This design comes from an exercise in tuning for small area on the open sky130 flow, not from production work.
In this exercise RTL edits were held to simulation tests only and were not proved equivalent to the original.
Power and IR drop assume default switching activity.

==> flow/config.mk <==
export PLATFORM = sky130hd
export DESIGN_NAME = l1_top
export DESIGN_NICKNAME = l1_top
export VERILOG_FILES = /design/flow/design.v
export SDC_FILE = /design/flow/constraint.sdc
export NUM_CORES = 4
export LEC_CHECK = 0
export CAP_MARGIN = 20
export CORE_MARGIN = 2
export CORE_UTILIZATION = 55
export CTS_BUF_LIST = sky130_fd_sc_hd__clkbuf_8
export CTS_CLUSTER_DIAMETER = 50
export CTS_CLUSTER_SIZE = 14
export SLEW_MARGIN = 20
export SYNTH_HIERARCHICAL = 1
==> flow/constraint.sdc <==
create_clock -name core_clock -period 4.5 [get_ports {clk}]
set_input_delay 0.9000 -clock core_clock [delete_from_list [all_inputs] [get_ports {clk}]]
set_output_delay 0.9000 -clock core_clock [all_outputs]
set_load 0.01 [all_outputs]
==> flow/design.v <==
`default_nettype none
package l1_pkg;
    typedef logic [$clog2(16)-1:0]                  t_l1_set;
    typedef logic                                             t_l1_way;
    typedef logic [8-1:0]                             t_l1_tag;
    typedef logic [8+$clog2(16)-1:0]        t_paddr;   
    typedef logic [32-1:0]                            t_cl;
    typedef enum logic [1:0] {
        MESI_I,
        MESI_S,
        MESI_E,
        MESI_M
    } t_mesi;
    typedef enum logic [1:0] {
        OP_RD,
        OP_WR,
        OP_FILL,
        OP_INV
    } t_req_op;
    typedef enum logic {
        MM_IDLE,
        MM_RUN
    } t_mm_state;
    typedef struct packed {
        t_req_op op;
        t_paddr  paddr;
        t_cl     wr_data;
        t_cl     fill_data;    
        logic    fill_shared;  
    } t_mempipe_req;
    typedef struct packed {
        t_req_op op;
        logic    hit;
        t_l1_way way;
        t_cl     rd_data;
    } t_mempipe_resp;
    typedef struct packed {
        t_l1_set set;
        t_l1_way way;
        t_l1_tag tag;
        t_mesi   state;
        t_cl     data;
        t_req_op op;
    } t_diff_rec;
endpackage
`default_nettype wire
`default_nettype none
module l1_aoi222 (
    input  logic a0, a1, b0, b1, c0, c1,
    output logic y
);
    assign y = !((a0 && a1) || (b0 && b1) || (c0 && c1));
endmodule
module l1_aoi22 (
    input  logic a0, a1, b0, b1,
    output logic y
);
    assign y = !((a0 && a1) || (b0 && b1));
endmodule
module l1_nand4 (
    input  logic a, b, c, d,
    output logic y
);
    assign y = !(a && b && c && d);
endmodule
module l1_nand3 (
    input  logic a, b, c,
    output logic y
);
    assign y = !(a && b && c);
endmodule
module l1_nand2 (
    input  logic a, b,
    output logic y
);
    assign y = !(a && b);
endmodule
module l1_or3 (
    input  logic a, b, c,
    output logic y
);
    assign y = a || b || c;
endmodule
module l1_or2 (
    input  logic a, b,
    output logic y
);
    assign y = a || b;
endmodule
module l1_mux32 (
    input  logic [31:0] s,
    input  logic [31:0] d,
    output logic        y
);
    logic [10:0] n;
    logic [2:0]  p;
    for (genvar j = 0; j < 10; j++) begin : g_aoi
        l1_aoi222 u_aoi (
            .a0(s[3*j]),   .a1(d[3*j]),
            .b0(s[3*j+1]), .b1(d[3*j+1]),
            .c0(s[3*j+2]), .c1(d[3*j+2]),
            .y(n[j])
        );
    end
    l1_aoi22 u_aoi_last (.a0(s[30]), .a1(d[30]), .b0(s[31]), .b1(d[31]), .y(n[10]));
    l1_nand4 u_n0 (.a(n[0]), .b(n[1]), .c(n[2]),  .d(n[3]), .y(p[0]));
    l1_nand4 u_n1 (.a(n[4]), .b(n[5]), .c(n[6]),  .d(n[7]), .y(p[1]));
    l1_nand3 u_n2 (.a(n[8]), .b(n[9]), .c(n[10]), .y(p[2]));
    l1_or3   u_o  (.a(p[0]), .b(p[1]), .c(p[2]), .y(y));
endmodule
module l1_mux16 (
    input  logic [15:0] s,
    input  logic [15:0] d,
    output logic        y
);
    logic [5:0] n;
    logic [1:0] p;
    for (genvar j = 0; j < 5; j++) begin : g_aoi
        l1_aoi222 u_aoi (
            .a0(s[3*j]),   .a1(d[3*j]),
            .b0(s[3*j+1]), .b1(d[3*j+1]),
            .c0(s[3*j+2]), .c1(d[3*j+2]),
            .y(n[j])
        );
    end
    l1_nand2 u_last (.a(s[15]), .b(d[15]), .y(n[5]));
    l1_nand4 u_n0 (.a(n[0]), .b(n[1]), .c(n[2]), .d(n[3]), .y(p[0]));
    l1_nand2 u_n1 (.a(n[4]), .b(n[5]), .y(p[1]));
    l1_or2   u_o  (.a(p[0]), .b(p[1]), .y(y));
endmodule
module l1_mux4 (
    input  logic [3:0] s,
    input  logic [3:0] d,
    output logic       y
);
    logic [1:0] n;
    l1_aoi22 u_a0 (.a0(s[0]), .a1(d[0]), .b0(s[1]), .b1(d[1]), .y(n[0]));
    l1_aoi22 u_a1 (.a0(s[2]), .a1(d[2]), .b0(s[3]), .b1(d[3]), .y(n[1]));
    l1_nand2 u_n  (.a(n[0]), .b(n[1]), .y(y));
endmodule
`default_nettype wire
`default_nettype none
module l1_top (
    input  logic          clk,
    input  logic          reset,
    input  logic          req_valid,
    output logic          req_ready,
    input  logic [78:0]   req,
    output logic          resp_valid,
    output logic [35:0]   resp,
    output logic          diff_valid,
    input  logic          diff_ready,
    output logic [48:0]   diff
);
    localparam logic [1:0] OP_RD   = 2'd0;
    localparam logic [1:0] OP_WR   = 2'd1;
    localparam logic [1:0] OP_FILL = 2'd2;
    localparam logic [1:0] OP_INV  = 2'd3;
    logic [1:0]  q_op;
    logic [7:0]  q_tag;
    logic [3:0]  q_set;
    logic [31:0] q_wdata;
    logic [31:0] q_fdata;
    logic        q_fs;
    assign {q_op, q_tag, q_set, q_wdata, q_fdata, q_fs} = req;
    logic [7:0]  tag_mem  [32];    
    logic [31:0] data_mem [32];
    logic [31:0] valid;            
    logic [15:0] victim;
    logic        run;
    logic        va, vb;
    logic [1:0]  r_op;
    logic [7:0]  r_tag;
    logic [3:0]  r_set;
    logic        r_fs;
    logic [31:0] r_data;
    logic        hit, way;         
    logic        wr_line, rec, flip;
    logic [3:0]  b_set;
    logic [1:0]  b_op;
    logic        b_hit;
    logic        b_way;
    logic [15:0] log_hdr [4];      
    logic [31:0] log_dat [4];
    logic [1:0]  al_ptr, wr_ptr, rd_ptr;
    logic [3:0]  fill;
    logic        accept;
    logic [15:0] q_sel;
    logic [18:0] set_rd;           
    logic [31:0] new_data;
    assign req_ready = run && !(va && (r_set == q_set)) && !fill[1];
    assign accept    = req_valid && req_ready;
    assign new_data  = (q_op == OP_WR) ? q_wdata : q_fdata;
    always_comb begin
        for (int i = 0; i < 16; i++) begin
            q_sel[i] = (q_set == 4'(i));
        end
    end
    for (genvar b = 0; b < 19; b++) begin : g_lk
        logic [15:0] col;
        for (genvar i = 0; i < 16; i++) begin : g_col
            if (b < 8) begin : g_t0
                assign col[i] = tag_mem[2*i][b];
            end else if (b == 8) begin : g_v0
                assign col[i] = valid[2*i];
            end else if (b < 17) begin : g_t1
                assign col[i] = tag_mem[2*i+1][b-9];
            end else if (b == 17) begin : g_v1
                assign col[i] = valid[2*i+1];
            end else begin : g_vic
                assign col[i] = victim[i];
            end
        end
        l1_mux16 u_mux (.s(q_sel), .d(col), .y(set_rd[b]));
    end
    logic [7:0]  t0, t1;
    logic        v0, v1, vic;
    logic        q_hit0, q_hit1, q_hit, q_way;
    logic        q_wr_line, q_inv_hit;
    assign {vic, v1, t1, v0, t0} = set_rd;
    assign q_hit0 = v0 && (t0 == q_tag);
    assign q_hit1 = v1 && (t1 == q_tag);
    assign q_hit  = q_hit0 || q_hit1;
    assign q_way  = q_hit ? !q_hit0 : (!v0 ? 1'b0 : (!v1 ? 1'b1 : vic));
    assign q_wr_line = (q_op == OP_WR) || (q_op == OP_FILL) || ((q_op == OP_RD) && !q_hit);
    assign q_inv_hit = (q_op == OP_INV) && q_hit;
    always_ff @(posedge clk) begin
        r_op    <= q_op;
        r_tag   <= q_tag;
        r_set   <= q_set;
        r_fs    <= q_fs;
        r_data  <= new_data;
        hit     <= q_hit;
        way     <= q_way;
        wr_line <= q_wr_line;
        rec     <= q_wr_line || q_inv_hit;
        flip    <= q_wr_line && !q_hit && v0 && v1;
    end
    logic [15:0] r_sel;
    logic [1:0]  line_we_w, valid_we_w;
    always_comb begin
        for (int i = 0; i < 16; i++) begin
            r_sel[i] = (r_set == 4'(i));
        end
    end
    assign line_we_w[0]  = va && wr_line && !way;
    assign line_we_w[1]  = va && wr_line && way;
    assign valid_we_w[0] = va && rec && !way;
    assign valid_we_w[1] = va && rec && way;
    always_ff @(posedge clk) begin
        for (int s = 0; s < 16; s++) begin
            for (int w = 0; w < 2; w++) begin
                if (r_sel[s] && line_we_w[w]) begin
                    tag_mem[2*s+w]  <= r_tag;
                    data_mem[2*s+w] <= r_data;
                end
            end
        end
    end
    always_ff @(posedge clk) begin
        for (int s = 0; s < 16; s++) begin
            if (!reset) begin
                valid[2*s]   <= 1'b0;
                valid[2*s+1] <= 1'b0;
                victim[s]    <= 1'b0;
            end else begin
                for (int w = 0; w < 2; w++) begin
                    if (r_sel[s] && valid_we_w[w]) begin
                        valid[2*s+w] <= wr_line;
                    end
                end
                if (r_sel[s] && va && flip) begin
                    victim[s] <= !victim[s];
                end
            end
        end
    end
    always_ff @(posedge clk) begin
        for (int i = 0; i < 4; i++) begin
            if (va && rec && (al_ptr == (2'(i) ^ (2'(i) >> 1)))) begin
                log_hdr[i] <= {r_set, way, r_tag, r_fs, r_op};
            end
        end
    end
    always_ff @(posedge clk) begin
        if (!reset) begin
            run        <= 1'b0;
            va         <= 1'b0;
            vb         <= 1'b0;
            resp_valid <= 1'b0;
        end else begin
            run        <= 1'b1;
            va         <= accept;
            vb         <= va;
            resp_valid <= vb;
        end
    end
    always_ff @(posedge clk) begin
        b_set <= r_set;
        b_op  <= r_op;
        b_hit <= hit;
        b_way <= way;
    end
    logic        b_inv_miss;
    logic        b_rec;
    logic [31:0] line_sel;
    logic [31:0] line_data;
    assign b_inv_miss = (b_op == OP_INV) && !b_hit;
    assign b_rec      = !b_inv_miss && !((b_op == OP_RD) && b_hit);
    always_comb begin
        for (int i = 0; i < 32; i++) begin
            line_sel[i] = ({b_set, b_way} == 5'(i)) && !b_inv_miss;
        end
    end
    for (genvar b = 0; b < 32; b++) begin : g_rd
        logic [31:0] col;
        for (genvar i = 0; i < 32; i++) begin : g_col
            assign col[i] = data_mem[i][b];
        end
        l1_mux32 u_mux (.s(line_sel), .d(col), .y(line_data[b]));
    end
    always_ff @(posedge clk) begin
        resp <= {b_op, b_hit, b_way, line_data};
    end
    logic push, pop;
    assign push = vb && b_rec;
    assign pop  = diff_valid && diff_ready;
    always_ff @(posedge clk) begin
        for (int i = 0; i < 4; i++) begin
            if (push && (wr_ptr == (2'(i) ^ (2'(i) >> 1)))) begin
                log_dat[i] <= line_data;
            end
        end
    end
    always_ff @(posedge clk) begin
        if (!reset) begin
            al_ptr <= '0;
            wr_ptr <= '0;
            rd_ptr <= '0;
            fill   <= '0;
        end else begin
            if (va && rec) al_ptr <= {al_ptr[0], !al_ptr[1]};
            if (push)      wr_ptr <= {wr_ptr[0], !wr_ptr[1]};
            if (pop)       rd_ptr <= {rd_ptr[0], !rd_ptr[1]};
            case ({push, pop})
                2'b10:   fill <= {fill[2:0], 1'b1};
                2'b01:   fill <= {1'b0, fill[3:1]};
                default: fill <= fill;
            endcase
        end
    end
    logic [3:0]  rd_sel;
    logic [47:0] head;             
    logic [15:0] hdr;
    logic [1:0]  h_op;
    logic [1:0]  h_state;
    always_comb begin
        for (int i = 0; i < 4; i++) begin
            rd_sel[i] = (rd_ptr == (2'(i) ^ (2'(i) >> 1)));
        end
    end
    for (genvar b = 0; b < 48; b++) begin : g_hd
        logic [3:0] col;
        for (genvar i = 0; i < 4; i++) begin : g_col
            if (b < 16) begin : g_h
                assign col[i] = log_hdr[i][b];
            end else begin : g_d
                assign col[i] = log_dat[i][b-16];
            end
        end
        l1_mux4 u_mux (.s(rd_sel), .d(col), .y(head[b]));
    end
    assign hdr        = head[15:0];
    assign h_op       = hdr[1:0];
    assign h_state    = (h_op == OP_WR)  ? 2'd3 :
                        (h_op == OP_INV) ? 2'd0 :
                        (hdr[2] ? 2'd1 : 2'd2);
    assign diff_valid = fill[0];
    assign diff       = {hdr[15:3], h_state, head[47:16], h_op};
endmodule
`default_nettype wire
==> flow/flow/run.sh <==
#!/bin/bash
# The standard layout (the standard.sh, standard synthesis unchanged) with
# two placement/CTS choices made here:
#  - each port is buffered with the smallest buffer, sky130_fd_sc_hd__buf_1;
#  - clock tree synthesis inserts no dummy loads.
# make's and each tool's full output: flow_make.log here, orfs/logs/ per step.
set -o pipefail
bash standard.sh \
    "BUFFER_PORTS_ARGS=-buffer_cell sky130_fd_sc_hd__buf_1" \
    "CTS_ARGS=-sink_clustering_enable -repair_clock_nets -dont_use_dummy_load -buf_list sky130_fd_sc_hd__clkbuf_8 -sink_clustering_size 14 -sink_clustering_max_diameter 50" \
    finish > flow_make.log 2>&1
==> flow/standard.sh <==
#!/bin/bash
# synth_recipe.tcl (not shown) runs the flow's synth.tcl, then flattens the netlist and writes it again
# the make line also repeats each setting of config.mk as NAME=value (left out here)
make -C /OpenROAD-flow-scripts/flow DESIGN_CONFIG=/design/flow/config.mk WORK_HOME=/design/flow/orfs CLKGATE_MAP_FILE= SYNTH_SCRIPT=/design/flow/synth_recipe.tcl "${@:-finish}"
==> impl_metrics.ini, run 1 <==
[layout]
fillerInstances = 7435
final_nets = 3395
flow.area_growth_from_synthesis_pct = 10.1
final_cells = 4688
layout-drive-gt1-share_pct = 16.4

[sta]
worst_clk_skew_ns = 0.0656
tightestPinTransition_ns = 1.12
slew_headroom_pct = 25.3
fmax_ghz = 0.280
setup_viol_count_final = 0
grt_setup_unrepaired = false
timing_max_transition_violations_final = 0
hold_viol_final = 0
min_period_ns = 3.57
finalCritPeriodShare_pct = 79.4
timing.setup.tns_ns = 0

[synthesis]
netlist_area_mm2 = 0.0574
synth_top_area_share_pct = 77.0
synth.yosys.seq_area_share_pct = 82.5
synthesis.yosys.warnings = 11
post_synth.cell_area_avg_um2 = 19.7
synth_largest_area_cell = sky130_fd_sc_hd__edfxtp_1
number_of_instances_in_the_synthesized_netlist = 2916
synth_cell_type_count = 43
synth_seq_cells = 1630
async_set_or_reset_register_ratio_after_synthesis_pct = 0
synth_ff_type = sky130_fd_sc_hd__edfxtp_1
synthesis.nets = 3003
netlist_top_cells_area = sky130_fd_sc_hd__edfxtp_1 (77%), sky130_fd_sc_hd__a222oi_1 (7.2%), sky130_fd_sc_hd__dfxtp_1 (5.5%)
ys_top_cells_by_count = sky130_fd_sc_hd__edfxtp_1 (1472), sky130_fd_sc_hd__a222oi_1 (415), sky130_fd_sc_hd__dfxtp_1 (158)
yosysMostFrequentCell = sky130_fd_sc_hd__edfxtp_1
synth_edf_count = 1472

[drt]
drcViolationCount = 0
via_count = 32400
violation_count_after_the_first_detailed_route_iteration = 5652
avgRoutedWirePerCell_um = 34.2
avgViaCountPerCell = 6.91
detail_route.wirelength_um = 160000
drtPass1Iterations = 11
drt.antenna.violating_nets = 0

[cts]
cts-root-buf = sky130_fd_sc_hd__clkbuf_8
holdBufCountCts = 0
cts_htree_levels = 4
cts.sinks = 1630
cts.repair.resized = 0
clock_insertion_delay_at_the_later_pin_of_the_skew_report_ns = 0.85
cts_buffers = 148
postCtsSetupRepairBufs = 0
cts_tree = built
clkSlewWorstSetupHoldPaths_ns = 0.07
cts-root-to-sink-buffers = 3

[global_routing]
gr-total-overflow = 0
maximum_number_of_pins_on_one_net_before_global_route_repair = 63
grt_antenna_before_repair = 10
track_usage_pct = 29.7
first_global_vias = 31300
grt_first_pass_wirelength_um = 224000

[flow_run]
timing.max_cap.violations = 0

[run_status]
result_of_the_run = finished clean

[die]
design.die.area_mm2 = 0.107
core_area_mm2 = 0.103
cell_row_count = 118
floorplan.io_pins = 171
chipHeight_um = 327
floorplan.initialDensity_pct = 55.5
die_w_um = 327

[worst_hold_path]
hold_path.startpoint = req[0]
timing.hold.worst.class = in2reg

[place]
detailedPlacementHpwl_um = 91300
placedCellCount = 4537
port_buffers = 170
gp_congestion = 0.892

[setup_path]
critical_path.reg2reg.startpoint = b_set[0]
path_class = reg2out
start_kind = flip-flop
timing.critical_path.arrival_ns = 2.67
crit_path_start = rd_ptr[1]
timing.critical_path.to_type = primary output
worst-path-max-fanout = 38
worstPathRequired_ns = 3.60

[pwr]
ir_drop_v = 0.000246
powerDensity_mw_per_mm2 = 398
power.leakage_nw = 19.3
==> critical path: stages, from the launching register on <==
cell	delay [ns]
sky130_fd_sc_hd__dfxtp_1	0.49
sky130_fd_sc_hd__and2_2	0.48
sky130_fd_sc_hd__buf_12	0.33
sky130_fd_sc_hd__a22oi_2	0.13
sky130_fd_sc_hd__nand2_1	0.11
sky130_fd_sc_hd__inv_1	0.04
sky130_fd_sc_hd__mux2i_1	0.12
sky130_fd_sc_hd__buf_1	0.16
==> power by group <==
group,leakage (nW),internal [mW],switching [mW]
clock,1.06,2.93,4.43
sequential,14.6,16.7,0.259
combinational,3.67,0.257,0.584
==> through the flow <==
stage	setup slack (ns)	instance area [um2]	hold WS, ns	power [mW]	utilization [%]
2_1_floorplan	0.593	57400	0.310	17.6	-
5_1_grt	0.718	63200	0.124	25.9	61.1
3_3_place_gp	0.649	61100	0.346	18.1	59.1
3_5_place_dp	0.518	61100	0.363	18.1	59.1
6_report	0.929	63200	0.173	25.2	61.1
4_1_cts	0.802	63200	0.102	25.3	61.0
==> per-module statistics from Yosys, one instance, submodules excluded, a selection <==
module	times used	flops+latches	cells inside
l1_nand3	32	0	1
l1_or2	19	0	1
l1_aoi22	128	0	1
l1_aoi222	415	0	1
l1_or3	32	0	1
l1_nand4	83	0	1
l1_nand2	86	0	1
l1_top	1	1630	2121
==> path summary, 6_finish.rpt <==
kind	to	slack, ns	cells past startpoint
setup / recovery	diff[34]	0.93	7
hold / removal	r_fs	0.17	1
setup reg to reg	log_dat[1][24]	0.94	7
hold reg to reg	resp[33]	0.33	0
==> layout make-up <==
type	count	area (um2)	share of cell area, %
inverters	9	33.8	0.0535
clock buffers	148	2040	3.22
diodes	2	5.00	0.00792
multi-input cells	1224	10200	16.2
repair buffers	295	1790	2.83
well taps	1380	1730	2.73
flip-flops and latches	1630	47400	75.0
==> flip-flops by register name (all words and copies together), names as in the netlist, 4 cells and up <==
register and flops:
tag_mem 256, data_mem 1024, resp 36, r_set 4, fill 4, b_set 4
r_tag 8, valid 32, r_data 32, victim 16, log_dat 128, log_hdr 64
==> placed cells by master, fill, tap and decap left out, types with 19 or more instances in the layout <==
master | netlist | final
sky130_fd_sc_hd__o21ai_0 | 49 | 49
sky130_fd_sc_hd__nand3_1 | 40 | 39
sky130_fd_sc_hd__or2_1 | 20 | 19
sky130_fd_sc_hd__nand2_1 | 135 | 135
sky130_fd_sc_hd__a222oi_1 | 415 | 415
sky130_fd_sc_hd__clkbuf_8 | 0 | 148
sky130_fd_sc_hd__nor2_1 | 104 | 46
sky130_fd_sc_hd__or3_1 | 48 | 48
sky130_fd_sc_hd__edfxtp_1 | 1472 | 1472
sky130_fd_sc_hd__dfxtp_1 | 158 | 150
sky130_fd_sc_hd__buf_1 | 0 | 169
sky130_fd_sc_hd__buf_4 | 16 | 108
sky130_fd_sc_hd__nor2_4 | 2 | 59
sky130_fd_sc_hd__a21boi_0 | 26 | 26
sky130_fd_sc_hd__nand4_1 | 86 | 86
sky130_fd_sc_hd__a22oi_2 | 128 | 128
sky130_fd_sc_hd__a21boi_1 | 23 | 23
sky130_fd_sc_hd__mux2_2 | 29 | 29
==> cell families (layout without fill, tap and decap cells) <==
logic type / count (synthesis) / in the layout / share of synthesized area (%)
XOR/XNOR: 20 / 20 / 0.305
buffers and inverters: 62 / 452 / 0.597
AO/OA/AOI/OAI: 651 / 651 / 11.2
adder cells (fa/ha/maj): 4 / 4 / 0.0872
flip-flops: 1630 / 1630 / 82.5
other: 0 / 2 / 0
multiplexers: 39 / 39 / 0.750
AND/OR/NAND/NOR: 510 / 510 / 4.51
==> layer usage <==
| layer | vias to the layer above | track usage, % | part of all wire, % |
|---|---|---|---|
| li1 | 13400 | - | - |
| met1 | 16600 | 41.9 | 38 |
| met2 | 2181 | 46.5 | 47 |
| met3 | 286 | 7.27 | 12 |
| met4 | 2 | 8.83 | 2.6 |
| met5 | - | 0 | 0.0081 |
==> run 2: changes to the inputs <==
--- a/flow/design.v
+++ b/flow/design.v
@@ -51,24 +51,12 @@
 );
     assign y = !((a0 && a1) || (b0 && b1) || (c0 && c1));
 endmodule
-module l1_aoi22 (
-    input  logic a0, a1, b0, b1,
-    output logic y
-);
-    assign y = !((a0 && a1) || (b0 && b1));
-endmodule
 module l1_nand4 (
     input  logic a, b, c, d,
     output logic y
 );
     assign y = !(a && b && c && d);
 endmodule
-module l1_nand3 (
-    input  logic a, b, c,
-    output logic y
-);
-    assign y = !(a && b && c);
-endmodule
 module l1_nand2 (
     input  logic a, b,
     output logic y
@@ -92,7 +80,7 @@
     input  logic [31:0] d,
     output logic        y
 );
-    logic [10:0] n;
+    logic [11:0] n;
     logic [2:0]  p;
     for (genvar j = 0; j < 10; j++) begin : g_aoi
         l1_aoi222 u_aoi (
@@ -102,10 +90,11 @@
             .y(n[j])
         );
     end
-    l1_aoi22 u_aoi_last (.a0(s[30]), .a1(d[30]), .b0(s[31]), .b1(d[31]), .y(n[10]));
-    l1_nand4 u_n0 (.a(n[0]), .b(n[1]), .c(n[2]),  .d(n[3]), .y(p[0]));
-    l1_nand4 u_n1 (.a(n[4]), .b(n[5]), .c(n[6]),  .d(n[7]), .y(p[1]));
-    l1_nand3 u_n2 (.a(n[8]), .b(n[9]), .c(n[10]), .y(p[2]));
+    l1_nand2 u_last0 (.a(s[30]), .b(d[30]), .y(n[10]));
+    l1_nand2 u_last1 (.a(s[31]), .b(d[31]), .y(n[11]));
+    l1_nand4 u_n0 (.a(n[0]), .b(n[1]), .c(n[2]),  .d(n[3]),  .y(p[0]));
+    l1_nand4 u_n1 (.a(n[4]), .b(n[5]), .c(n[6]),  .d(n[7]),  .y(p[1]));
+    l1_nand4 u_n2 (.a(n[8]), .b(n[9]), .c(n[10]), .d(n[11]), .y(p[2]));
     l1_or3   u_o  (.a(p[0]), .b(p[1]), .c(p[2]), .y(y));
 endmodule
 module l1_mux16 (
@@ -134,9 +123,9 @@
     output logic       y
 );
     logic [1:0] n;
-    l1_aoi22 u_a0 (.a0(s[0]), .a1(d[0]), .b0(s[1]), .b1(d[1]), .y(n[0]));
-    l1_aoi22 u_a1 (.a0(s[2]), .a1(d[2]), .b0(s[3]), .b1(d[3]), .y(n[1]));
-    l1_nand2 u_n  (.a(n[0]), .b(n[1]), .y(y));
+    l1_aoi222 u_a0 (.a0(s[0]), .a1(d[0]), .b0(s[1]), .b1(d[1]), .c0(s[2]), .c1(d[2]), .y(n[0]));
+    l1_nand2  u_a1 (.a(s[3]), .b(d[3]), .y(n[1]));
+    l1_nand2  u_n  (.a(n[0]), .b(n[1]), .y(y));
 endmodule
 `default_nettype wire
 `default_nettype none
--- a/flow/flow/run.sh
+++ b/flow/flow/run.sh
@@ -7,5 +7,5 @@
 set -o pipefail
 bash standard.sh \
     "BUFFER_PORTS_ARGS=-buffer_cell sky130_fd_sc_hd__buf_1" \
-    "CTS_ARGS=-sink_clustering_enable -repair_clock_nets -dont_use_dummy_load -buf_list sky130_fd_sc_hd__clkbuf_8 -sink_clustering_size 14 -sink_clustering_max_diameter 50" \
+    "CTS_ARGS=-sink_clustering_enable -repair_clock_nets -dont_use_dummy_load -buf_list sky130_fd_sc_hd__clkbuf_8 -sink_clustering_size 16 -sink_clustering_max_diameter 60" \
     finish > flow_make.log 2>&1
--- a/flow/config.mk
+++ b/flow/config.mk
@@ -9,7 +9,7 @@
 export CORE_MARGIN = 2
 export CORE_UTILIZATION = 55
 export CTS_BUF_LIST = sky130_fd_sc_hd__clkbuf_8
-export CTS_CLUSTER_DIAMETER = 50
-export CTS_CLUSTER_SIZE = 14
+export CTS_CLUSTER_DIAMETER = 60
+export CTS_CLUSTER_SIZE = 16
 export SLEW_MARGIN = 20
 export SYNTH_HIERARCHICAL = 1
==> run 2 against run 1 <==
  * Utilization is 0.26 points lower
  * Combinational power shrank 5.5%
  * Sequential share of layout area increased by 1.4 points
  * Critical path type is now in2reg
  * Wire length decreased by 2.8%
  * Critical path depth up 6
  * Cell area decreased by 1.8%
  * Global-route usage fell by 0.73 points
==> impl_metrics.ini, run 2 <==
[run_status]
result_of_the_run = finished clean

[drt]
drtPass1Iterations = 10
avgRoutedWirePerCell_um = 33.3
drt.antenna.violating_nets = 0
avgViaCountPerCell = 6.86
drcViolationCount = 0
via_count = 32000
violation_count_after_the_first_detailed_route_iteration = 6026
detail_route.wirelength_um = 156000

[global_routing]
met3_usage_pct = 7.06
grt_antenna_before_repair = 7
track_usage_pct = 29.0
first_global_vias = 31100
grt_most_used_layer = met2
gr-total-overflow = 0
grt_use_met1_pct = 40.6
use_met2_pct = 45.6
grt_first_pass_wirelength_um = 220000
maximum_number_of_pins_on_one_net_before_global_route_repair = 63

[die]
chipHeight_um = 325
design.die.area_mm2 = 0.106
cell_row_count = 117
die_w_um = 325
core_area_mm2 = 0.102
floorplan.io_pins = 171
floorplan.initialDensity_pct = 55.6

[cts]
cts_tree = built
postCtsSetupRepairBufs = 0
holdBufCountCts = 0
cts.sinks = 1630
clock_insertion_delay_at_the_later_pin_of_the_skew_report_ns = 0.83
cts-root-buf = sky130_fd_sc_hd__clkbuf_8
cts_buffers = 118
cts-root-to-sink-buffers = 3
cts.repair.resized = 0
cts_htree_levels = 3
clkSlewWorstSetupHoldPaths_ns = 0.08

[pwr]
netSwitchingFraction_pct = 20.9
power.leakage_nw = 18.9
ir_drop_v = 0.000316
power_frac_clock_pct = 27.1
netSwitchingPower_mw = 5.09
power.share.combinational_pct = 3.3
pwr-share-seq_pct = 69.6
power_report.internal_total_mw = 19.3
totalPowerFinal_mw = 24.4
powerDensity_mw_per_mm2 = 393

[layout]
final_nets = 3389
layout-drive-gt1-share_pct = 11.5
largest_reg_flops = 1024
largestRegisters = data_mem: 1024 flops, tag_mem: 256 flops, log_dat: 128 flops
final_area_mm2 = 0.0620
layout_common_cells = sky130_fd_sc_hd__edfxtp_1 (1472), sky130_fd_sc_hd__a222oi_1 (463), sky130_fd_sc_hd__nand2_1 (247)
largest-register = data_mem
mostFrequentLayoutCell = sky130_fd_sc_hd__edfxtp_1
flow.area_growth_from_synthesis_pct = 9.37

[setup_path]
timing.critical_path.to_type = flip-flop
path_class = in2reg
cell_with_the_largest_stage_delay_on_the_worst_path = sky130_fd_sc_hd__nor2_1
worstPathRequired_ns = 5.18
start_kind = input port
crit_chain = buf_1 > nand2b_1 > nor2_1 > buf_4 > a222oi_1 > nand4_1 > or2_1 > xor2_1 > nor4_1 > buf_4 > nand4_1 > and3_1 > o21bai_1
timing.critical_path.arrival_ns = 4.52
crit_path_max_incr_delay_ns = 0.69
worst-path-max-fanout = 10
cp_num_buf_inv = 3
cpLargestDelayFamily = simple AND/OR/NAND/NOR gates

[sta]
slew_headroom_pct = 22.6
final.setup.worst_slack_ns = 0.656
holdWs_ns = 0.228
fmax_ghz = 0.260
min_period_ns = 3.84
timing.setup.tns_ns = 0
grt_setup_unrepaired = false
finalCritPeriodShare_pct = 85.4
setup_viol_count_final = 0
worst_clk_skew_ns = 0.0816
hold_viol_final = 0
tightestPinTransition_ns = 1.16
timing_max_transition_violations_final = 0

[synthesis]
synth_top_area_share_pct = 77.9
ys_top_cells_by_count = sky130_fd_sc_hd__edfxtp_1 (1472), sky130_fd_sc_hd__a222oi_1 (463), sky130_fd_sc_hd__nand2_1 (247)
number_of_instances_in_the_synthesized_netlist = 2948
netlist_top_cells_area = sky130_fd_sc_hd__edfxtp_1 (78%), sky130_fd_sc_hd__a222oi_1 (8.2%), sky130_fd_sc_hd__dfxtp_1 (5.6%)
netlist_area_mm2 = 0.0567
synth.yosys.seq_area_share_pct = 83.5
synth_cell_type_count = 42
synth_seq_cells = 1630
async_set_or_reset_register_ratio_after_synthesis_pct = 0
synthesis.yosys.warnings = 11
synth_edf_count = 1472
post_synth.cell_area_avg_um2 = 19.2
yosysMostFrequentCell = sky130_fd_sc_hd__edfxtp_1
synth_ff_type = sky130_fd_sc_hd__edfxtp_1
synth_largest_area_cell = sky130_fd_sc_hd__edfxtp_1
synthesis.nets = 3035

[worst_hold_path]
timing.hold.worst.class = in2reg

[flow_run]
timing.max_cap.violations = 0

[place]
gp_congestion = 0.896
place_area_mm2 = 0.0604
port_buffers = 170
placement.setup.worst_slack_ns = 0.0223
detailedPlacementHpwl_um = 89200
run 2: changes by cell type after synthesis, sizes merged:
cell / before / now
a222oi: 415 / 463
a22oi: 128 / 0
nand2: 143 / 255
nand3: 44 / 12
nand4: 86 / 118
run 2: final cells by class:
type,count,area [um2]
inverter,9,33.8
fill,7420,40000
multi-input combinational,1256,9570
timing repair buffer,287,1720
sequential,1630,47400
tap,1368,1710
clock buffer,118,1620
antenna,2,5.00
run 2: per-module statistics from Yosys (local to each module, per instance), a selection:
module | cells inside | cell area [um2]
l1_aoi222 | 1 | 10.0
l1_or2 | 1 | 6.26
l1_top | 2121 | 50300
l1_or3 | 1 | 6.26
l1_nand4 | 1 | 6.26
l1_nand2 | 1 | 3.75
run 2: metal layers:
| metal | up-vias | wire [um] |
|---|---|---|
| li1 | 13400 | - |
| met1 | 16500 | 60200 |
| met2 | 1922 | 72500 |
| met3 | 265 | 18600 |
| met4 | 4 | 4350 |
| met5 | - | 28 |
run 2: final timing paths:
check | from | end | cells after the start | slack [ns]
worst min-delay path | req[0] | r_fs | 1 | 0.23
worst max register to register | b_way | log_dat[3][30] | 7 | 0.86
worst max-delay path | req[65] | rec | 13 | 0.66
worst min register to register | b_op[1] | resp[35] | 0 | 0.36
run 2: power by group through the flow:
stage / registers, mW / logic [mW] / clock network, mW
after floorplan: 17.2 / 0.398 / 0
after global placement: 17.3 / 0.775 / 0
after detailed placement: 17.3 / 0.785 / 0
after CTS: 17.0 / 0.787 / 6.72
after global routing: 17.0 / 0.852 / 7.22
final: 17.0 / 0.795 / 6.60
run 2: through the flow:
| step | util [%] | std cells |
|---|---|---|
| 4_1_cts | 60.8 | 4668 |
| 5_1_grt | 60.8 | 4669 |
| 3_3_place_gp | 59.2 | 4550 |
| 6_report | 60.8 | 4670 |
| 3_5_place_dp | 59.2 | 4550 |
| 2_1_floorplan | - | 2948 |
run 2: logic make-up after synthesis:
logic type,synth area share (%)
flops,83.5
compound gates,9.38
simple gates,5.37
mux,0.759
buf+inv,0.604
fa+ha+maj,0.0882
xor+xnor,0.309
==> run 3: changes to the inputs <==
--- a/flow/config.mk
+++ b/flow/config.mk
@@ -11,5 +11,6 @@
 export CTS_BUF_LIST = sky130_fd_sc_hd__clkbuf_8
 export CTS_CLUSTER_DIAMETER = 60
 export CTS_CLUSTER_SIZE = 16
+export PLACE_DENSITY = 0.75
 export SLEW_MARGIN = 20
 export SYNTH_HIERARCHICAL = 1
==> run 3 against run 2 <==
  * Worst setup slack improved by 0.094 ns
  * Utilization decreased by 0.20 points
  * Critical path depth decreased by 8
  * Global-route usage decreased by 1.7 points
  * Combinational power increased by 1%
  * Non-clock buffer count decreased by 6
  * Via count increased by 1.6%
  * Clock-buffer cell count decreased by 2
  * Clock power decreased by 1%
  * Die area unchanged
  * Largest cell class unchanged
==> impl_metrics.ini, run 3 <==
[cts]
cts-root-buf = sky130_fd_sc_hd__clkbuf_8
cts_buffers = 116
cts_tree = built
cts.sinks = 1630
holdBufCountCts = 0
cts_htree_levels = 3
clkSlewWorstSetupHoldPaths_ns = 0.10
clock_insertion_delay_at_the_later_pin_of_the_skew_report_ns = 0.80
postCtsSetupRepairBufs = 0
cts.repair.resized = 0
cts-root-to-sink-buffers = 3

[global_routing]
grt_antenna_before_repair = 5
grt_most_used_layer = met2
gr-total-overflow = 0
grt_first_pass_wirelength_um = 210000
maximum_number_of_pins_on_one_net_before_global_route_repair = 63
first_global_vias = 31000
track_usage_pct = 27.3
grt_use_met1_pct = 38.5
met3_usage_pct = 6.31
use_met2_pct = 41.4

[sta]
fmax_ghz = 0.267
tightestPinTransition_ns = 1.14
timing_max_transition_violations_final = 0
min_period_ns = 3.75
setup_viol_count_final = 0
slew_headroom_pct = 24.1
timing.setup.tns_ns = 0
worst_clk_skew_ns = 0.134
finalCritPeriodShare_pct = 83.3
hold_viol_final = 0
grt_setup_unrepaired = false

[synthesis]
netlist_top_cells_area = sky130_fd_sc_hd__edfxtp_1 (78%), sky130_fd_sc_hd__a222oi_1 (8.2%), sky130_fd_sc_hd__dfxtp_1 (5.6%)
synthesis.nets = 3035
synth_ff_type = sky130_fd_sc_hd__edfxtp_1
synthesis.yosys.warnings = 11
yosysMostFrequentCell = sky130_fd_sc_hd__edfxtp_1
synth_cell_type_count = 42
post_synth.cell_area_avg_um2 = 19.2
ys_top_cells_by_count = sky130_fd_sc_hd__edfxtp_1 (1472), sky130_fd_sc_hd__a222oi_1 (463), sky130_fd_sc_hd__nand2_1 (247)
synth_top_area_share_pct = 77.9
synth_largest_area_cell = sky130_fd_sc_hd__edfxtp_1
async_set_or_reset_register_ratio_after_synthesis_pct = 0
synth_edf_count = 1472
number_of_instances_in_the_synthesized_netlist = 2948
netlist_area_mm2 = 0.0567
synth.yosys.seq_area_share_pct = 83.5
synth_seq_cells = 1630

[drt]
violation_count_after_the_first_detailed_route_iteration = 7494
detail_route.wirelength_um = 147000
avgViaCountPerCell = 6.98
drcViolationCount = 0
drt.antenna.violating_nets = 0
avgRoutedWirePerCell_um = 31.5
drtPass1Iterations = 13
via_count = 32500

[die]
floorplan.io_pins = 171
cell_row_count = 117
design.die.area_mm2 = 0.106
die_w_um = 325
chipHeight_um = 325
floorplan.initialDensity_pct = 55.6
core_area_mm2 = 0.102

[setup_path]
reg2reg_setup_slack_ns = 0.94
timing.critical_path.to_type = primary output
worst-path-max-fanout = 30
timing.critical_path.arrival_ns = 2.85
start_kind = flip-flop
crit_path_start = rd_ptr[1]
worstPathRequired_ns = 3.60
critical_path.reg2reg.startpoint = b_way
path_class = reg2out

[pwr]
totalPowerFinal_mw = 24.3
ir_drop_v = 0.000246
powerDensity_mw_per_mm2 = 392
power.leakage_nw = 18.9

[run_status]
result_of_the_run = finished clean

[layout]
fillerInstances = 7094
largest_reg_flops = 1024
final_nets = 3381
flow.area_growth_from_synthesis_pct = 9.01
largest-register = data_mem
layout_common_cells = sky130_fd_sc_hd__edfxtp_1 (1472), sky130_fd_sc_hd__a222oi_1 (463), sky130_fd_sc_hd__nand2_1 (247)
largestRegisters = data_mem: 1024 flops, tag_mem: 256 flops, log_dat: 128 flops
mostFrequentLayoutCell = sky130_fd_sc_hd__edfxtp_1
layout-drive-gt1-share_pct = 11.0

[worst_hold_path]
hold_path.startpoint = req[0]
timing.hold.worst.class = in2reg

[place]
detailedPlacementHpwl_um = 83500
port_buffers = 170
gp_congestion = 0.886

[flow_run]
timing.max_cap.violations = 0
run 3: layer usage:
layer	wire (um)	up-vias	part of all wire [%]
met2	66100	2721	45
met5	29	-	0.020
met1	53000	16100	36
li1	-	13300	-
met4	6100	4	4.2
met3	21600	369	15
run 3: layout make-up:
type                       count  area [um2]  share of cell area (%)
antenna                        4        10.0                  0.0162
clock buffer                 116        1600                    2.58
inverter                       9        33.8                  0.0546
multi-input combinational   1256        9580                    15.5
sequential                  1630       47400                    76.6
tap                         1368        1710                    2.77
timing repair buffer         281        1540                    2.48
run 3: stage by stage:
stage               setup slack (ns)  hold WS (ns)  std cells  cell area, um2  utilization [%]
finish                         0.749         0.235       4664           61800             60.6
detailed placement             0.710         0.368       4544           60200             59.0
floorplan                      0.593         0.310       2948           56700                -
global placement               0.802         0.360       4544           60200             59.0
global route                   0.593         0.214       4661           61800             60.6
CTS                            0.679         0.180       4660           61800             60.6
run 3: worst max-delay path: stages, from the launching register on:
cell,delay [ns]
sky130_fd_sc_hd__dfxtp_1,0.50
sky130_fd_sc_hd__and2_2,0.68
sky130_fd_sc_hd__buf_4,0.39
sky130_fd_sc_hd__a222oi_1,0.14
sky130_fd_sc_hd__nand2_1,0.10
sky130_fd_sc_hd__buf_1,0.20
run 3: final timing paths:
path,end,cells after the start
setup reg to reg,log_dat[3][5],7
hold / removal,r_fs,1
setup / recovery,diff[24],5
hold reg to reg,resp[33],0
run 3: Yosys stat by module (local to each module, per instance), a selection:
module	cells	copies in the design	flops+latches
l1_or3	1	32	0
l1_or2	1	19	0
l1_nand2	1	198	0
l1_aoi222	1	463	0
l1_nand4	1	115	0
l1_top	2121	1	1630
run 3: power by group:
group | total [mW] | internal (mW) | switching, mW
Sequential | 16.9 | 16.7 | 0.260
Combinational | 0.803 | 0.247 | 0.556
Clock | 6.51 | 2.29 | 4.22
Total | 24.3 | 19.2 | 5.03
run 3: cell families (layout without fill, tap and decap cells):
| kind of cell | count (synthesis) | count (layout) | synth area share, % |
|---|---|---|---|
| adder cells (fa/ha/maj) | 4 | 4 | 0.0882 |
| AO/OA/AOI/OAI | 571 | 571 | 9.38 |
| AND/OR/NAND/NOR | 622 | 622 | 5.37 |
| XOR/XNOR | 20 | 20 | 0.309 |
| flip-flops | 1630 | 1630 | 83.5 |
| buffers and inverters | 62 | 406 | 0.604 |
| other | 0 | 4 | 0 |
| multiplexers | 39 | 39 | 0.759 |
==> run 4: changes to the inputs <==
--- a/flow/config.mk
+++ b/flow/config.mk
@@ -11,6 +11,6 @@
 export CTS_BUF_LIST = sky130_fd_sc_hd__clkbuf_8
 export CTS_CLUSTER_DIAMETER = 60
 export CTS_CLUSTER_SIZE = 16
-export PLACE_DENSITY = 0.75
+export PLACE_DENSITY = 0.9
 export SLEW_MARGIN = 20
 export SYNTH_HIERARCHICAL = 1
==> run 4 against run 3 <==
  * Still clean on timing, DRC and antenna
  * Register-to-register slack worse by 0.22 ns
  * Sequential share of layout area is 0.26 points higher
  * Global-route usage is 0.50 points lower
  * Critical endpoint is now diff[35]
==> impl_metrics.ini, run 4 <==
[synthesis]
async_set_or_reset_register_ratio_after_synthesis_pct = 0
synth_top_area_share_pct = 77.9
number_of_instances_in_the_synthesized_netlist = 2948
synthesis.yosys.warnings = 11
netlist_top_cells_area = sky130_fd_sc_hd__edfxtp_1 (78%), sky130_fd_sc_hd__a222oi_1 (8.2%), sky130_fd_sc_hd__dfxtp_1 (5.6%)
netlist_area_mm2 = 0.0567
synth_largest_area_cell = sky130_fd_sc_hd__edfxtp_1
synth.yosys.seq_area_share_pct = 83.5
post_synth.cell_area_avg_um2 = 19.2
synthesis.nets = 3035
synth_seq_cells = 1630
yosysMostFrequentCell = sky130_fd_sc_hd__edfxtp_1
synth_ff_type = sky130_fd_sc_hd__edfxtp_1
ys_top_cells_by_count = sky130_fd_sc_hd__edfxtp_1 (1472), sky130_fd_sc_hd__a222oi_1 (463), sky130_fd_sc_hd__nand2_1 (247)
synth_cell_type_count = 42
synth_edf_count = 1472

[drt]
avgRoutedWirePerCell_um = 31.2
via_count = 33400
detail_route.wirelength_um = 145000
violation_count_after_the_first_detailed_route_iteration = 8426
drcViolationCount = 0
avgViaCountPerCell = 7.17
drtPass1Iterations = 13
drt.antenna.violating_nets = 0

[setup_path]
cell_with_the_largest_stage_delay_on_the_worst_path = sky130_fd_sc_hd__and2_2
crit_path_start = rd_ptr[1]
r2r-end = log_dat[0][28]
start_kind = flip-flop
path_class = reg2out
timing.critical_path.to_type = primary output
timing.critical_path.arrival_ns = 3.02
crit_chain = and2_2 > a222oi_1 > nand2_1 > mux2i_1 > buf_1
r2r_cells = 7
reg2reg_setup_slack_ns = 0.72
worst-path-max-fanout = 48
worstPathRequired_ns = 3.60
critical_path.reg2reg.startpoint = b_set[0]
crit_path_max_incr_delay_ns = 0.95
cp-endpoint = diff[35]

[sta]
grt_setup_unrepaired = false
timing.setup.tns_ns = 0
slew_headroom_pct = 21.1
finalCritPeriodShare_pct = 87.1
timing_max_transition_violations_final = 0
min_period_ns = 3.92
hold_viol_final = 0
setup_viol_count_final = 0
fmax_ghz = 0.255
worst_clk_skew_ns = 0.106
tightestPinTransition_ns = 1.18

[cts]
clkSlewWorstSetupHoldPaths_ns = 0.10
holdBufCountCts = 0
cts-root-buf = sky130_fd_sc_hd__clkbuf_8
cts_buffers = 113
postCtsSetupRepairBufs = 0
clock_insertion_delay_at_the_later_pin_of_the_skew_report_ns = 0.83
cts.sinks = 1630
cts_tree = built
cts-root-to-sink-buffers = 3
cts.repair.resized = 0
cts_htree_levels = 3

[run_status]
result_of_the_run = finished clean

[pwr]
ir_drop_v = 0.000240
totalPowerFinal_mw = 24.2
power.leakage_nw = 18.8
powerDensity_mw_per_mm2 = 393

[layout]
mostFrequentLayoutCell = sky130_fd_sc_hd__edfxtp_1
largest-register = data_mem
fillerInstances = 6646
flow.area_growth_from_synthesis_pct = 8.73
ff_latch_area_mm2 = 0.0474
multiInputGateArea_mm2 = 0.00955
final_cells = 4652
layout-drive-gt1-share_pct = 11.7
layout_common_cells = sky130_fd_sc_hd__edfxtp_1 (1472), sky130_fd_sc_hd__a222oi_1 (463), sky130_fd_sc_hd__nand2_1 (247)
final_nets = 3370
largestRegisters = data_mem: 1024 flops, tag_mem: 256 flops, log_dat: 128 flops
largest_reg_flops = 1024

[die]
die_w_um = 325
floorplan.initialDensity_pct = 55.6
floorplan.io_pins = 171
core_area_mm2 = 0.102
chipHeight_um = 325
design.die.area_mm2 = 0.106
cell_row_count = 117

[flow_run]
timing.max_cap.violations = 0

[global_routing]
track_usage_pct = 26.8
gr-total-overflow = 0
maximum_number_of_pins_on_one_net_before_global_route_repair = 63
first_global_vias = 32500
grt_antenna_before_repair = 12
grt_first_pass_wirelength_um = 211000

[place]
port_buffers = 170
detailedPlacementHpwl_um = 86500
placedCellCount = 4535
gp_congestion = 0.969

[worst_hold_path]
timing.hold.worst.class = in2reg
run 4: cell counts after synthesis:
Identical to the previous run, type by type.
run 4: cell families after synthesis:
| kind of cell | count (synthesis) | synth area share (%) |
|---|---|---|
| flops | 1630 | 83.5 |
| simple gates | 622 | 5.37 |
| compound gates | 571 | 9.38 |
| buf+inv | 62 | 0.604 |
| mux | 39 | 0.759 |
| xor+xnor | 20 | 0.309 |
| fa+ha+maj | 4 | 0.0882 |
run 4: critical path, delay by kind of cell (launching register included):
family / cells / cell delay, ns
flops: 1 / 0.50
buf+inv: 1 / 0.17
mux: 1 / 0.21
simple gates: 2 / 1.17
compound gates: 1 / 0.23
run 4: worst min path at each step:
stage                     slack [ns]  depth (start not counted)       end   start
after floorplan                 0.31                          0     b_hit     hit
after global placement          0.34                          0  resp[33]   b_hit
after detailed placement        0.36                          0  resp[33]   b_hit
after CTS                       0.26                          1      r_fs  req[0]
after global routing            0.30                          1      r_fs  req[0]
final                           0.29                          1      r_fs  req[0]
run 4: where the power goes:
part	leakage [nW]	switching [mW]	internal, mW
clock network	0.812	4.18	2.24
logic	3.41	0.565	0.246
registers	14.6	0.295	16.7
run 4: layout make-up:
type | instances | area share [%]
Antenna cell | 3 | 0.0122
Clock buffer | 113 | 2.52
Inverter | 9 | 0.0548
Multi-Input combinational cell | 1256 | 15.5
Sequential cell | 1630 | 76.9
Tap cell | 1368 | 2.77
Timing Repair Buffer | 273 | 2.30
run 4: metrics by stage:
| stage | hold slack, ns | cell area, um2 | util (%) | worst slack (ns) |
|---|---|---|---|---|
| floorplan | 0.310 | 56700 | - | 0.593 |
| global placement | 0.343 | 60000 | 58.9 | 0.548 |
| detailed placement | 0.365 | 60100 | 58.9 | 0.315 |
| CTS | 0.256 | 61600 | 60.4 | 0.534 |
| global route | 0.299 | 61700 | 60.4 | 0.472 |
| finish | 0.286 | 61700 | 60.5 | 0.583 |
run 4: per-layer routing:
| layer | track usage [%] | share of wire, % |
|---|---|---|
| met1 | 36.0 | 33 |
| met2 | 41.5 | 46 |
| met3 | 7.04 | 17 |
| met4 | 11.7 | 4.3 |
| met5 | 0 | 0.061 |
run 4: modules after synthesis (local to each module, per instance), a selection:
module | copies in the design | flops+latches | cells inside | cell area (um2)
l1_top | 1 | 1630 | 2121 | 50300
l1_aoi222 | 463 | 0 | 1 | 10.0
l1_nand4 | 115 | 0 | 1 | 6.26
l1_or2 | 19 | 0 | 1 | 6.26
l1_or3 | 32 | 0 | 1 | 6.26
l1_nand2 | 198 | 0 | 1 | 3.75

-- afterwards: timing with drivers on the ports --
The flow's constraints put no driver on any port. The routed layouts listed below were extracted and timed again, unchanged, in two steps. Step 1, drivers: a clkbuf_16 drives clk and a buf_2 each remaining input, both assumed. Step 2, shift: input delay + t, output delay - t, t = (earliest + latest rising clock arrival at the registers) / 2. This alone moves slack from input paths to output paths. a / b / c = ideal / step 1 / step 2; a / b = the first two.
run | t (ns) | setup WS [ns] | hold WS [ns]
run 1 | 0.887 | 0.929 / 0.865 / 0.404 | 0.173 / 0.135 / 0.328
run 2 | 0.856 | 0.656 / 0.698 / -0.158 | 0.228 / 0.187 / 0.357
run 3 | 0.815 | 0.749 / 0.682 / 0.663 | 0.235 / 0.192 / 0.389
run 4 | 0.835 | 0.583 / 0.507 / 0.173 | 0.286 / 0.234 / 0.382
Met with ideal ports but missed after step 2: setup timing in run 2. For run 2, which loses most, drivers alone change the setup slack by +0.042 ns; drivers and shift together by -0.814 ns.
